Background: an optimization exercise with open tools, aiming at a short achievable clock period and few clock cycles. Do not read the settings as production practice.
Only simulation tests tie the RTL to the original design; equivalence was not proved.

==> inputs of amber <==
## conv_top
module conv_top #(
  parameter int img_side_log2 = 6
) (
  input  logic        clk,
  input  logic        reset,
  input  logic        ready,
  input  logic [19:0] idata,
  input  logic [19:0] cdata_rd,
  output logic        busy,
  output logic [11:0] iaddr,
  output logic [2:0]  csel,
  output logic        cwr,
  output logic [11:0] caddr_wr,
  output logic [19:0] cdata_wr,
  output logic        crd,
  output logic [11:0] caddr_rd
);
==> flow/config.mk <==
export PLATFORM = sky130hd
export DESIGN_NAME = conv_top
export DESIGN_NICKNAME = conv_top
export VERILOG_FILES = /design/flow/design.v
export SDC_FILE = /design/flow/constraint.sdc
export NUM_CORES = 4
export LEC_CHECK = 0
export ABC_CLOCK_PERIOD_IN_PS = 4000
export CAP_MARGIN = 20
export CORE_MARGIN = 2
export CORE_UTILIZATION = 40
export SLEW_MARGIN = 20
==> flow/constraint.sdc <==
create_clock -name core_clock -period 15.0 [get_ports {clk}]
set_input_delay 3.0000 -clock core_clock [delete_from_list [all_inputs] [get_ports {clk}]]
set_output_delay 3.0000 -clock core_clock [all_outputs]
set_load 0.01 [all_outputs]
standard.sh (not shown) runs the stock make flow with config.mk's settings and CLKGATE_MAP_FILE= SYNTH_SCRIPT=/design/flow/synth_recipe.tcl, a recipe that flattens the netlist after the stock synthesis.
==> flow/flow/run.sh <==
#!/bin/bash
# The standard layout (the standard.sh: standard synthesis, floorplan,
# placement, CTS, routing, finish), with the resizer's setup repair aimed at
# a slack margin instead of zero. The SDC is the standard flow's, unchanged.
set -euo pipefail
bash standard.sh SETUP_SLACK_MARGIN=11 finish > standard_flow.log 2>&1
==> inputs of tundra, as changes to amber <==
==> flow/run.sh (new file) <==
#!/bin/bash
# synth_recipe.tcl (not shown) runs the flow's synth.tcl, then flattens the netlist and writes it again
# the make line also repeats each setting of config.mk as NAME=value (left out here)
make -C /OpenROAD-flow-scripts/flow DESIGN_CONFIG=/design/flow/config.mk WORK_HOME=/design/flow/orfs CLKGATE_MAP_FILE= SYNTH_SCRIPT=/design/flow/synth_recipe.tcl finish
--- a/flow/config.mk
+++ b/flow/config.mk
@@ -6,5 +6,4 @@
 export NUM_CORES = 4
 export LEC_CHECK = 0
-export ABC_CLOCK_PERIOD_IN_PS = 4000
 export CAP_MARGIN = 20
 export CORE_MARGIN = 2
removed: flow/flow/run.sh
removed: flow/standard.sh
==> reports/qor.txt <==
Worst slew margin -> 0.174
Finished Layout Cells -> 11,369
final core utilization -> 0.455
R2R Path Start -> u_fetch.win_q[120]$_DFF_P_
run status -> timing/DRC/antenna clean
worst setup margin -> 10.54 ns
wl on met1 -> 148,000 microns
slowest CP cell -> edfxtp_1
# the run above: amber

==> reports/qor.txt <==
final core utilization -> 0.452
run status -> timing/DRC/antenna clean
wl on met1 -> 146,000 microns
R2R Path Start -> u_fetch.win_q[29]$_DFF_P_
slowest CP cell -> dfxtp_1
max FFs per register -> 180
CTS buffer count -> 190
# the run above: tundra

Testbench counts of amber, summed over its fixed seeds: cycles 164,144.
Testbench counts of tundra, summed over its fixed seeds: cycles 164,144.

==> job 5626 <==
Another version of the RTL of conv_top (not shown whole).
==> module conv_ctrl, before the edit <==
module conv_ctrl (
  input  logic clk,
  input  logic reset,
  input  logic ready,
  input  logic done,
  output logic busy,
  output logic start
);
  logic idle;
  logic busy_nxt;
  assign busy_nxt = (ready && idle) || (!idle && !done);
  always_ff @(posedge clk or posedge reset) begin
    if (reset) begin
      busy  <= 1'b0;
      idle  <= 1'b1;
      start <= 1'b0;
    end else begin
      start <= ready && idle;
      busy  <= busy_nxt;
      idle  <= !busy_nxt;
    end
  end
endmodule
Settings: LEC_CHECK=0, CAP_MARGIN=20, CORE_MARGIN=2, CORE_UTILIZATION=60, CTS_CLUSTER_DIAMETER=120, CTS_CLUSTER_SIZE=16, SLEW_MARGIN=20; clock period 15.0 ns.
==> flow/flow/run.sh <==
#!/bin/bash
# The standard layout (the standard.sh: standard synthesis, floorplan,
# placement, CTS, routing, finish), with the resizer's setup repair aimed at
# a slack margin instead of zero. The SDC is the standard flow's, unchanged.
set -euo pipefail
bash standard.sh SETUP_SLACK_MARGIN=11.3 finish > standard_flow.log 2>&1
==> job 2184: changes against job 5626 <==
--- a/flow/design.v
+++ b/flow/design.v
@@ -8,16 +8,12 @@
   output logic start
 );
-  logic idle;
-  logic busy_nxt;
-  assign busy_nxt = (ready && idle) || (!idle && !done);
   always_ff @(posedge clk or posedge reset) begin
     if (reset) begin
       busy  <= 1'b0;
-      idle  <= 1'b1;
       start <= 1'b0;
     end else begin
-      start <= ready && idle;
-      busy  <= busy_nxt;
-      idle  <= !busy_nxt;
+      start <= ready && !busy;
+      if (ready && !busy) busy <= 1'b1;
+      else if (done)      busy <= 1'b0;
     end
   end
--- a/flow/config.mk
+++ b/flow/config.mk
@@ -9,5 +9,5 @@
 export CORE_MARGIN = 2
 export CORE_UTILIZATION = 60
-export CTS_CLUSTER_DIAMETER = 120
-export CTS_CLUSTER_SIZE = 16
+export CTS_CLUSTER_DIAMETER = 200
+export CTS_CLUSTER_SIZE = 20
 export SLEW_MARGIN = 20
==> job 5504: changes against job 5626 <==
--- a/flow/config.mk
+++ b/flow/config.mk
@@ -9,5 +9,5 @@
 export CORE_MARGIN = 2
 export CORE_UTILIZATION = 60
-export CTS_CLUSTER_DIAMETER = 120
-export CTS_CLUSTER_SIZE = 16
+export CTS_CLUSTER_DIAMETER = 200
+export CTS_CLUSTER_SIZE = 20
 export SLEW_MARGIN = 20
==> qor summary <==
metric	job 2184	job 5626	job 5504
Outcome	complete, no violations	complete, no violations	complete, no violations
DR vias	44800	45700	44900
Flop2flop setup slack	11.18 ns	11.12 ns	11.26 ns
FF/Latch Area	29500 um2	29600 um2	29600 um2
Worst flop-to-flop path endpoint	u_mac.r227$_DFF_P_	u_mac.r214$_DFF_P_	u_mac.r214$_DFF_P_
Fraction of standard cell area that is sequential	36.4%	36.0%	36.9%
Share of synthesized registers carrying an async set or reset	3.59%	3.67%	3.67%
Die W	353 um	354 um	354 um
Multi-input gate area in the final layout	39200 um2	39400 um2	38800 um2
Wire length of the first global-routing pass	329000 um	340000 um	337000 um
Final antenna diode count	4	5	2
HPWL after DPL	189000 um	196000 um	196000 um
Global routing usage on met1	52.4%	53.1%	52.9%
Post-Syn Area per Cell	12.0 um2	11.9 um2	11.9 um2
Testbench counts of job 5626, summed over its fixed seeds: cycles 164,096.
Testbench counts of job 2184, summed over its fixed seeds: cycles 164,096.
Testbench counts of job 5504, summed over its fixed seeds: cycles 164,096.

==> nickel: inputs <==
Another version of the RTL of conv_top (not shown whole).
==> flow/config.mk <==
export PLATFORM = sky130hd
export DESIGN_NAME = conv_top
export DESIGN_NICKNAME = conv_top
export VERILOG_FILES = /design/flow/design.v
export SDC_FILE = /design/flow/constraint.sdc
export NUM_CORES = 4
export LEC_CHECK = 0
export CAP_MARGIN = 20
export CORE_MARGIN = 2
export CORE_UTILIZATION = 60
export CTS_CLUSTER_DIAMETER = 200
export CTS_CLUSTER_SIZE = 20
export SLEW_MARGIN = 20
==> flow/constraint.sdc <==
create_clock -name core_clock -period 15.0 [get_ports {clk}]
set_input_delay 3.0000 -clock core_clock [delete_from_list [all_inputs] [get_ports {clk}]]
set_output_delay 3.0000 -clock core_clock [all_outputs]
set_load 0.01 [all_outputs]
Scripts as last shown in full above: flow/flow/run.sh
==> indigo: changes against nickel <==
--- a/flow/config.mk
+++ b/flow/config.mk
@@ -8,6 +8,4 @@
 export CAP_MARGIN = 20
 export CORE_MARGIN = 2
 export CORE_UTILIZATION = 60
-export CTS_CLUSTER_DIAMETER = 200
-export CTS_CLUSTER_SIZE = 20
 export SLEW_MARGIN = 20
==> ember: changes against nickel <==
--- a/flow/config.mk
+++ b/flow/config.mk
@@ -7,7 +7,5 @@
 export LEC_CHECK = 0
 export CAP_MARGIN = 20
 export CORE_MARGIN = 2
-export CORE_UTILIZATION = 60
-export CTS_CLUSTER_DIAMETER = 200
-export CTS_CLUSTER_SIZE = 20
+export CORE_UTILIZATION = 70
 export SLEW_MARGIN = 20
==> notes <==
- indigo went through all stages and came out clean. nickel went through all stages and came out clean. ember reached the layout checks and failed them: max-capacitance violations, max-slew violations.
- First-iteration DRC count: nickel < indigo < ember.
- Against ember, the wire length of nickel is smaller by about 18%.
- The lowest via count belongs to nickel, the highest to ember.
- Global-route usage, highest first: ember, indigo, nickel.
- The lowest fmax belongs to ember, the highest to nickel.
- Die area is the same in indigo and nickel.
==> figures <==
                                                                                   nickel                                            ember                   indigo
Number of antenna violations at the first check in global routing                       15                                               23                       14
Area enclosed by the die boundary                                               120700 um2                                       103700 um2               120700 um2
Total inserted antenna cells                                                            17                                                9                       12
Share of layout cells above drive strength 1                                        27.81%                                           29.41%                   29.91%
Buffer share of cell area                                                           5.855%                                           5.938%                   5.882%
Inverter count                                                                        1344                                             1343                     1343
Via Count                                                                            46020                                            53080                    46400
Result of the run                                                  complete, no violations                       complete, but fails checks  complete, no violations
Layout check failures                                                                    -  max-capacitance violations, max-slew violations                        -
Placed wire-length estimate after detailed placement                             191100 um                                        199200 um                191100 um
Area taken by flip-flops and latches                                             27060 um2                                        27090 um2                27060 um2
Total non-filler cell area in the finished layout                                82450 um2                                        83940 um2                84550 um2
Testbench counts of nickel, summed over its fixed seeds: cycles 164,096.
Testbench counts of indigo, summed over its fixed seeds: cycles 164,096.
Testbench counts of ember, summed over its fixed seeds: cycles 164,096.

==> port drivers added, routing unchanged <==
How much do the figures lean on ideal ports? The routed layouts below were timed once more, with nothing changed but the port constraints.
Step 1 sets driving cells, clkbuf_16 on the clock port and buf_2 on the other inputs (assumed; they add their load-dependent delay and slew).
Step 2 times the ports against the registers' clock, not the clock port: input delays grow and output delays shrink by t, the midpoint of the rising clock arrivals with the driver on.
Three values: ideal ports, drivers, drivers and shift; two values: the first two.
run	t (ns)	setup WS [ns]	clock arrival spread, ns	worst register clock-pin slew, ns
amber	0.946	10.540 / 10.455 / 10.832	0.081 / 0.081	0.08 / 0.08
tundra	0.940	9.759 / 9.759 / 9.759	0.088 / 0.087	0.08 / 0.08
job 5626	0.803	10.782 / 10.703 / 11.028	0.038 / 0.038	0.09 / 0.09
job 2184	0.768	10.761 / 10.675 / 10.898	0.059 / 0.059	0.10 / 0.10
job 5504	0.776	10.821 / 10.743 / 11.017	0.066 / 0.065	0.11 / 0.11
nickel	0.742	10.774 / 10.720 / 10.774	0.049 / 0.049	0.10 / 0.10
indigo	0.829	10.732 / 10.652 / 10.779	0.048 / 0.049	0.07 / 0.07
ember	0.810	10.643 / 10.622 / 10.643	0.077 / 0.077	0.09 / 0.09
Setup slack includes reset recovery checks.
